What follows belongs to an exercise in optimizing a design on an open flow for small area and few clock cycles; a production flow would make more cautious choices. The RTL was checked by simulation tests, not by an equivalence proof against the original design.

## flow/run.sh

```bash
#!/bin/bash
# synth_recipe.tcl (not shown) runs the flow's synth.tcl, then flattens the netlist and writes it again
# the make line also repeats each setting of config.mk as NAME=value (left out here)
make -C /OpenROAD-flow-scripts/flow DESIGN_CONFIG=/design/flow/config.mk WORK_HOME=/design/flow/orfs CLKGATE_MAP_FILE= SYNTH_SCRIPT=/design/flow/synth_recipe.tcl finish
```

## flow/config.mk

```make
export PLATFORM = sky130hd
export DESIGN_NAME = uvc_frame_reader
export DESIGN_NICKNAME = uvc_frame_reader
export VERILOG_FILES = /design/flow/design.v
export SDC_FILE = /design/flow/constraint.sdc
export NUM_CORES = 4
export LEC_CHECK = 0
export CAP_MARGIN = 20
export CORE_MARGIN = 2
export CORE_UTILIZATION = 40
export SLEW_MARGIN = 20
```

## flow/constraint.sdc

```tcl
create_clock -name core_clock -period 5.0 [get_ports {axi_clk}]
set_input_delay 1.0000 -clock core_clock [delete_from_list [all_inputs] [get_ports {axi_clk}]]
set_output_delay 1.0000 -clock core_clock [all_outputs]
set_load 0.01 [all_outputs]
```

## flow/design.v

```verilog
`timescale 1ns/1ps
package axi_read_pkg;
    typedef logic [31:0] axi_addr_t;     
    typedef logic [63:0] axi_data_t;     
    typedef logic [7:0]  axi_len_t;      
    typedef enum logic [2:0] {
        SIZE_1B, SIZE_2B, SIZE_4B, SIZE_8B,
        SIZE_16B, SIZE_32B, SIZE_64B, SIZE_128B
    } axi_size_e;
    typedef enum logic [1:0] {FIXED = 2'd0, INCR = 2'd1, WRAP = 2'd2} axi_burst_e;
    typedef enum logic [2:0] {
        IDLE, LINE_ADDR, LINE_BURST, WAIT_ROOM, FRAME_REQ, FRAME_UPDATE, RESYNC
    } fetch_state_e;
endpackage
`timescale 1ns/1ps
package video_stream_pkg;
    typedef logic [7:0] vid_byte_t;
    typedef struct packed {
        logic        sof;    
        logic [63:0] data;
    } tagged_beat_t;
    typedef logic [$clog2(16 + 1) - 1:0] fifo_level_t;
endpackage
`timescale 1ns/1ps
module line_fetch_sequencer (
    input  logic                    axi_clk,
    input  logic                    rst_n,
    input  axi_read_pkg::axi_addr_t frame_base_i,
    input  logic                    arready_i,
    input  logic                    rvalid_i,
    input  axi_read_pkg::axi_data_t rdata_i,
    input  logic                    sof_error_i,
    output axi_read_pkg::axi_addr_t araddr_o,
    output logic                    arvalid_o,
    output logic                    frame_request_o,
    output logic                    stream_enable_o,
    output logic                    push_o,
    output video_stream_pkg::tagged_beat_t beat_o,
    output logic                    flush_o,
    input  video_stream_pkg::fifo_level_t  level_i
);
    localparam int LINE_W  = $clog2(4 + 1);
    localparam int BEAT_W  = $clog2((16 / 4) + 1);
    localparam int PAUSE_W = $clog2(32);
    axi_read_pkg::fetch_state_e state_q, state_d;
    logic [LINE_W-1:0]  line_cnt_q;
    logic [BEAT_W-1:0]  beat_cnt_q;
    logic [PAUSE_W-1:0] pause_cnt_q;
    logic burst_done, frame_done, room, pause_done, first_beat;
    assign burst_done = (beat_cnt_q == BEAT_W'((16 / 4)));
    assign frame_done = (line_cnt_q == LINE_W'(4));
    assign pause_done = (pause_cnt_q == PAUSE_W'(32 - 1));
    assign room = (level_i <=
        video_stream_pkg::fifo_level_t'(16 - (16 / 4)));
    assign first_beat = (state_q == axi_read_pkg::LINE_BURST) &&
                        (line_cnt_q == LINE_W'(1)) && (beat_cnt_q == '0);
    assign araddr_o        = frame_base_i +
                             (axi_read_pkg::axi_addr_t'(line_cnt_q) << 11);
    assign arvalid_o       = (state_q == axi_read_pkg::LINE_ADDR);
    assign stream_enable_o = (state_q != axi_read_pkg::IDLE) &&
                             (state_q != axi_read_pkg::RESYNC);
    assign push_o    = rvalid_i;    
    assign beat_o.sof  = first_beat;
    assign beat_o.data = rdata_i;
    assign flush_o   = (state_q == axi_read_pkg::RESYNC) &&
                        (pause_cnt_q >= PAUSE_W'(1)) &&
                        (pause_cnt_q <= PAUSE_W'(16));
    always_comb
    begin
        state_d = state_q;
        case (state_q)
            axi_read_pkg::IDLE:         state_d = axi_read_pkg::LINE_ADDR;
            axi_read_pkg::LINE_ADDR:
            begin
                if (arready_i)
                    state_d = axi_read_pkg::LINE_BURST;
            end
            axi_read_pkg::LINE_BURST:
            begin
                if (burst_done)
                    state_d = axi_read_pkg::WAIT_ROOM;
            end
            axi_read_pkg::WAIT_ROOM:
            begin
                if (frame_done)
                    state_d = axi_read_pkg::FRAME_REQ;
                else if (room)
                    state_d = axi_read_pkg::LINE_ADDR;
            end
            axi_read_pkg::FRAME_REQ:
            begin
                if (room)
                    state_d = axi_read_pkg::FRAME_UPDATE;
            end
            axi_read_pkg::FRAME_UPDATE: state_d = axi_read_pkg::LINE_ADDR;
            axi_read_pkg::RESYNC:
            begin
                if (pause_done)
                    state_d = axi_read_pkg::IDLE;
            end
            default:                    state_d = axi_read_pkg::IDLE;
        endcase
        if (sof_error_i)
            state_d = axi_read_pkg::RESYNC;
    end
    always_ff @(posedge axi_clk or negedge rst_n)
    begin
        if (!rst_n)
        begin
            state_q         <= axi_read_pkg::IDLE;
            line_cnt_q      <= '0;
            beat_cnt_q      <= '0;
            pause_cnt_q     <= '0;
            frame_request_o <= 1'b0;
        end
        else
        begin
            state_q         <= state_d;
            frame_request_o <= frame_done;
            if (state_q == axi_read_pkg::IDLE || state_q == axi_read_pkg::FRAME_UPDATE ||
                state_q == axi_read_pkg::RESYNC)
                line_cnt_q <= '0;
            else if (arvalid_o && arready_i)
                line_cnt_q <= line_cnt_q + 1'b1;     
            if (state_q == axi_read_pkg::LINE_BURST)
                beat_cnt_q <= rvalid_i ? beat_cnt_q + 1'b1 : beat_cnt_q;
            else
                beat_cnt_q <= '0;
            pause_cnt_q <= (state_q == axi_read_pkg::RESYNC) ? pause_cnt_q + 1'b1 : '0;
        end
    end
endmodule
`timescale 1ns/1ps
module beat_fifo (
    input  logic                           axi_clk,
    input  logic                           rst_n,
    input  logic                           push_i,
    input  video_stream_pkg::tagged_beat_t beat_i,
    input  logic                           flush_i,
    output video_stream_pkg::fifo_level_t  level_o,
    input  logic                           pop_i,
    output axi_read_pkg::axi_data_t        head_data_o,
    output logic                           head_sof_o,
    output logic                           not_empty_o
);
    localparam int PTR_W = $clog2(16);
    logic [64:0] mem [0:16-1];    
    logic [PTR_W-1:0]              wr_ptr_q, rd_ptr_q;
    video_stream_pkg::fifo_level_t count_q;
    logic                          wr_en, rd_en;
    video_stream_pkg::tagged_beat_t head;
    assign wr_en = push_i && (count_q != video_stream_pkg::fifo_level_t'(16));
    assign rd_en = pop_i && (count_q != '0);
    assign level_o     = count_q;
    assign not_empty_o = (count_q != '0);
    assign head        = mem[rd_ptr_q];
    assign head_data_o = head.data;
    assign head_sof_o  = head.sof;
    always_ff @(posedge axi_clk)
    begin
        if (wr_en)
            mem[wr_ptr_q] <= beat_i;
    end
    always_ff @(posedge axi_clk or negedge rst_n)
    begin
        if (!rst_n)
        begin
            wr_ptr_q <= '0;
            rd_ptr_q <= '0;
            count_q  <= '0;
        end
        else if (flush_i)
        begin
            wr_ptr_q <= '0;      
            rd_ptr_q <= '0;
            count_q  <= '0;
        end
        else
        begin
            if (wr_en)
                wr_ptr_q <= wr_ptr_q + 1'b1;
            if (rd_en)
                rd_ptr_q <= rd_ptr_q + 1'b1;
            case ({wr_en, rd_en})
                2'b10:   count_q <= count_q + 1'b1;
                2'b01:   count_q <= count_q - 1'b1;
                default: count_q <= count_q;     
            endcase
        end
    end
endmodule
`timescale 1ns/1ps
module byte_serializer (
    input  logic                        axi_clk,
    input  logic                        rst_n,
    input  logic                        stream_enable_i,
    input  logic                        uvc_ready_i,
    input  logic                        vf_sof_i,
    output video_stream_pkg::vid_byte_t vf_byte_o,
    output logic                        vf_valid_o,
    output logic                        sof_error_o,
    output logic                        pop_o,
    input  axi_read_pkg::axi_data_t     head_data_i,
    input  logic                        head_sof_i,
    input  logic                        not_empty_i
);
    localparam int BEAT_BYTES = 64 / 8;     
    localparam int IDX_W      = $clog2(BEAT_BYTES);
    axi_read_pkg::axi_data_t beat_q;
    logic                    loaded_q;
    logic                    sof_q;      
    logic [IDX_W-1:0]        idx_q;
    logic take, last_byte, load, byte_is_sof;
    assign vf_valid_o  = loaded_q && stream_enable_i;
    assign take        = vf_valid_o && uvc_ready_i;
    assign last_byte   = (idx_q == IDX_W'(BEAT_BYTES - 1));
    assign byte_is_sof = sof_q && (idx_q == '0);    
    assign load    = stream_enable_i && not_empty_i && (!loaded_q || (take && last_byte));
    assign pop_o   = load;
    assign vf_byte_o   = beat_q[idx_q*8 +: 8];
    assign sof_error_o = vf_sof_i && vf_valid_o && !byte_is_sof;
    always_ff @(posedge axi_clk or negedge rst_n)
    begin
        if (!rst_n)
        begin
            loaded_q <= 1'b0;
            sof_q    <= 1'b0;
            idx_q    <= '0;
        end
        else if (!stream_enable_i)
        begin
            loaded_q <= 1'b0;    
            idx_q    <= '0;
        end
        else if (load)
        begin
            loaded_q <= 1'b1;
            sof_q    <= head_sof_i;
            idx_q    <= '0;
        end
        else if (take)
        begin
            if (last_byte)
                loaded_q <= 1'b0;
            idx_q <= idx_q + 1'b1;   
        end
    end
    always_ff @(posedge axi_clk)
    begin
        if (load)
            beat_q <= head_data_i;
    end
endmodule
`timescale 1ns/1ps
module uvc_frame_reader (
    input  logic                        axi_clk,
    input  logic                        rst_n,
    input  axi_read_pkg::axi_addr_t     frame_buffer_addr_i,
    output logic                        next_frame_buffer_request_o,
    output axi_read_pkg::axi_addr_t     araddr_o,
    output axi_read_pkg::axi_len_t      arlen_o,
    output axi_read_pkg::axi_size_e     arsize_o,
    output axi_read_pkg::axi_burst_e    arburst_o,
    output logic                        arvalid_o,
    input  logic                        arready_i,
    input  axi_read_pkg::axi_data_t     rdata_i,
    input  logic                        rvalid_i,
    output logic                        rready_o,
    input  logic                        vf_sof_i,
    input  logic                        uvc_ready_i,
    output logic                        vf_valid_o,
    output video_stream_pkg::vid_byte_t vf_byte_o
);
    logic stream_enable;
    logic sof_error;
    logic                           fifo_push, fifo_flush, fifo_pop;
    video_stream_pkg::tagged_beat_t fifo_beat;
    video_stream_pkg::fifo_level_t  fifo_level;
    axi_read_pkg::axi_data_t        fifo_head_data;
    logic                           fifo_head_sof, fifo_not_empty;
    assign arlen_o   = axi_read_pkg::axi_len_t'((16 / 4) - 1);
    assign arsize_o  = axi_read_pkg::SIZE_8B;
    assign arburst_o = axi_read_pkg::INCR;
    assign rready_o  = 1'b1;
    line_fetch_sequencer u_sequencer (
        .axi_clk         (axi_clk),
        .rst_n           (rst_n),
        .frame_base_i    (frame_buffer_addr_i),
        .arready_i       (arready_i),
        .rvalid_i        (rvalid_i),
        .rdata_i         (rdata_i),
        .sof_error_i     (sof_error),
        .araddr_o        (araddr_o),
        .arvalid_o       (arvalid_o),
        .frame_request_o (next_frame_buffer_request_o),
        .stream_enable_o (stream_enable),
        .push_o          (fifo_push),
        .beat_o          (fifo_beat),
        .flush_o         (fifo_flush),
        .level_i         (fifo_level)
    );
    beat_fifo u_fifo (
        .axi_clk (axi_clk),
        .rst_n   (rst_n),
        .push_i      (fifo_push),
        .beat_i      (fifo_beat),
        .flush_i     (fifo_flush),
        .level_o     (fifo_level),
        .pop_i       (fifo_pop),
        .head_data_o (fifo_head_data),
        .head_sof_o  (fifo_head_sof),
        .not_empty_o (fifo_not_empty)
    );
    byte_serializer u_serializer (
        .axi_clk         (axi_clk),
        .rst_n           (rst_n),
        .stream_enable_i (stream_enable),
        .uvc_ready_i     (uvc_ready_i),
        .vf_sof_i        (vf_sof_i),
        .vf_byte_o       (vf_byte_o),
        .vf_valid_o      (vf_valid_o),
        .sof_error_o     (sof_error),
        .pop_o           (fifo_pop),
        .head_data_i     (fifo_head_data),
        .head_sof_i      (fifo_head_sof),
        .not_empty_i     (fifo_not_empty)
    );
endmodule
```

==> impl_metrics.tcl <==
set metrics [dict create \
    status "timing/DRC/antenna clean" \
    grt_first_pass_wirelength_mm 143 \
    power_density_nw_per_um2 558 \
    fmax_ghz 0.220 \
    htreeDepth 3 \
    cts_tree "yes" \
    finalSetupViolCount 0 \
    tightest_slew_ns 0.996 \
    yosys.area.top_type "edfxtp_1" \
    finalCriticalPeriod_ns 4.54 \
    ys_types 54 \
    drtIter0Drc 1758 \
    setup_tns_ns 0 \
    numCtsBuffers 111 \
    hpwlAfterDp_mm 54.2 \
    syn_area_um2 44000 \
    r2r_setup_slack_ns 1.71 \
    syn_inst 1847 \
    fin_nets 2160 \
    hold_path.class "input pin to asynchronous set/reset pin" \
    yosys_warnings 3 \
    gp_congestion 0.777 \
    fin_cells 3546 \
    cpMostUsedCell "clkdlybuf4s50_1" \
    cts-root-buf "clkbuf_16" \
    multi_input_area_um2 9560 \
    synth_flop_cell "edfxtp_1" \
    dpl_cell_area_um2 47300 \
    track_usage 0.175 \
    clock_latency_ns 0.70 \
    finalPower_mw 28.4 \
    drc_errors 0 \
    portBuffers 122 \
    ys_ff_latch 1137 \
    ir_worst_vdd_uv 314 \
    critical_path.cell_chain "clkdlybuf4s50_1 -> ha_1 -> inv_1 -> fa_1 -> nand2b_1 -> a21oi_1 -> and2_1 -> nand4_1 -> xnor2_1 -> clkdlybuf4s50_1" \
    coreArea_um2 109000 \
    path_max_fanout 4 \
    dieArea_um2 113000 \
    hold_viol_final 0 \
    rows 121 \
    crit_type "input pin to output port" \
    maxSlewHeadroom 0.336 \
    cts.sinks 1137 \
    async_flop_share 0.0290 \
    worstPathArrival_ns 3.54 \
    fp.dieH_um 336 \
    routed_wl_mm 97.5 \
    grt_pass1_vias 20600 \
    clk_pin_slew_worst_paths_ns 0.06 \
    area_delta_synth_final_pct 15.9 \
    synth_most_common_cell "edfxtp_1" \
    nFillCells 8763 \
    globalRoute.totalOverflow 0 \
    cp_top_family "buffers and inverters" \
    critPathMaxStageDelay_ns 0.55 \
    cts_setup_buffers 0 \
    cp-end-kind "output port" \
    drv_cap 0 \
    layout-drive-gt1-share 0.279 \
    wl_per_cell_um 27.5 \
    synth_edf_count 1104 \
    boundaryPins 159 \
    period_share 0.908 \
    power_leakage_nw 15.9 \
    synth.yosys.seq_area_share 0.773 \
    synthTopCellsByArea "edfxtp_1 (75%), mux4_2 (17%), dfrtp_1 (1.9%)" \
    first_pass_iters 5 \
    seq_area_um2 34000 \
    avgSynthCellArea_um2 23.8 \
    cts_resized 0 \
    crit_slowest_cell "clkdlybuf4s50_1" \
    start_util 0.403 \
    via_per_inst 5.54 \
    antenna_found_initial 7 \
    synth_common_cells "edfxtp_1 (1104), mux4_2 (341), nor2_1 (41)" \
    slew_viol_final 0 \
    start_kind "input pin" \
    grt_max_degree 70 \
    synth_top_area_frac 0.754 \
    ant_nets 0 \
    vias 19600 \
    dp_cells 3335 \
    rsz0062_at_grt "no" \
    skew_ns 0.0450 \
    chipWidth_um 336 \
    cts_buffer_depth 3 \
    hold_buffers 0 \
    worstPathRequired_ns 4.00 \
    fin_area_um2 50900 \
    worst-path-buf-inv 3 \
]
## cell families (layout without fill, tap and decap cells)
| group | count (synthesis) | after routing | synth area share |
|---|---|---|---|
| multiplexers | 356 | 356 | 0.178 |
| AND/OR/NAND/NOR | 129 | 129 | 0.0143 |
| XOR/XNOR | 33 | 33 | 0.00657 |
| buffers and inverters | 130 | 400 | 0.0145 |
| AO/OA/AOI/OAI | 38 | 38 | 0.00672 |
| adder cells (fa/ha/maj) | 22 | 22 | 0.00643 |
| other | 2 | 17 | 0.000171 |
| flip-flops | 1137 | 1137 | 0.773 |
## state kept, by name, summed over array words and instances, names as in the netlist
name	cells
u_fifo.count_q	5
u_fifo.mem	1040
u_sequencer.line_cnt_q	3
u_sequencer.state_q	3
u_fifo.rd_ptr_q	4
u_sequencer.pause_cnt_q	5
u_sequencer.beat_cnt_q	3
u_sequencer.frame_request_o	1
u_serializer.loaded_q	1
u_fifo.wr_ptr_q	4
u_serializer.idx_q	3
u_serializer.sof_q	1
u_serializer.beat_q	64
## report_power, final
| group | total [mW] | switching [mW] | internal, mW |
|---|---|---|---|
| logic | 7.51 | 3.81 | 3.70 |
| registers | 12.7 | 0.725 | 11.9 |
| clock network | 8.27 | 3.55 | 4.72 |
| total | 28.4 | 8.08 | 20.4 |
## layout by cell type (no fill, tap or decap), types with 5 or more instances in the layout
master / Yosys / layout
inv_1: 18 / 18
and2_1: 6 / 6
a21oi_1: 11 / 11
clkbuf_1: 34 / 20
buf_4: 27 / 30
nor2_4: 0 / 12
buf_12: 0 / 22
dfrtp_1: 33 / 29
clkinv_1: 0 / 26
nand3_1: 16 / 16
nor2_1: 41 / 29
clkbuf_16: 0 / 111
mux4_2: 341 / 341
nand2_1: 28 / 28
xnor2_1: 19 / 19
nand4_1: 7 / 7
clkinv_2: 0 / 23
clkdlybuf4s50_1: 0 / 121
mux2_2: 10 / 10
nor2b_1: 5 / 5
conb_1: 2 / 14
xor2_1: 14 / 14
edfxtp_1: 1104 / 1104
ha_1: 21 / 21
bufinv_16: 0 / 12
## layout make-up
type | count | area share
inverters | 18 | 0.00133
diodes | 3 | 0.000147
clock inverters | 75 | 0.0150
well taps | 1414 | 0.0347
flip-flops and latches | 1137 | 0.667
repair buffers | 176 | 0.0380
clock buffers | 131 | 0.0560
multi-input cells | 592 | 0.188
## final timing paths
kind                                          from                        end  depth (start not counted)
min reg2reg                     u_serializer.sof_q         u_serializer.sof_q                          1
max reg2reg                  u_serializer.idx_q[0]          u_fifo.count_q[4]                         12
max                        frame_buffer_addr_i[11]               araddr_o[31]                         10
min                                          rst_n     u_sequencer.state_q[2]                          1
max in group asynchronous                    rst_n  u_sequencer.beat_cnt_q[1]                          2
min in group core_clock         u_serializer.sof_q         u_serializer.sof_q                          1
## metal layers
layer | vias up | track usage | share of wire
met3 | 121 | 0.0360 | 0.063
met4 | 4 | 0.0441 | 0.017
met2 | 616 | 0.278 | 0.48
met5 | - | 0 | 0.00027
met1 | 10700 | 0.248 | 0.44
li1 | 8195 | - | -
## through the flow
| step | setup slack, ns | util | hold slack (ns) |
|---|---|---|---|
| 2_1_floorplan | -0.240 | - | 0.481 |
| 6_report | 0.462 | 0.467 | 0.290 |
| 4_1_cts | 0.428 | 0.467 | 0.540 |
| 3_5_place_dp | 0.440 | 0.434 | 0.526 |
| 3_3_place_gp | 0.441 | 0.434 | 0.516 |
| 5_1_grt | 0.271 | 0.467 | 0.303 |
## worst reg2reg max path: cells and delay by family, from the launching register on
kind / cells / cell delay [ns]
AND/OR/NAND/NOR: 2 / 0.33
flip-flops: 1 / 0.32
AO/OA/AOI/OAI: 4 / 1.00
adder cells (fa/ha/maj): 3 / 0.58
multiplexers: 1 / 0.33
XOR/XNOR: 1 / 0.16
buffers and inverters: 1 / 0.44
Testbench counts, summed over its fixed seeds: cycles 16,967.

[afterwards: timing with drivers on the ports]
Ports are ideal in the flow. The routed layout listed here was re-timed in OpenROAD.
Step 1 sets driving cells, clkbuf_16 on the clock port and buf_2 on the other inputs (assumed; they add their load-dependent delay and slew).
Step 2 adds t to the input delays and takes it off the output delays; t is the mean of the earliest and latest rising clock arrival at the registers after step 1. Input paths then give back, and output paths get back, about the clock's delay inside the block.
Slacks: ideal ports / drivers / drivers and shift; pairs: ideal ports / drivers.
t (ns): 0.742
setup WS [ns]: 0.462 / 0.434 / 0.434
latest minus earliest clock arrival (ns): 0.047 / 0.046
cell pins on the clock port's net: 1
After both steps this run still meets setup and hold. For this run, drivers alone change the setup slack by -0.028 ns; drivers and shift together by -0.028 ns.
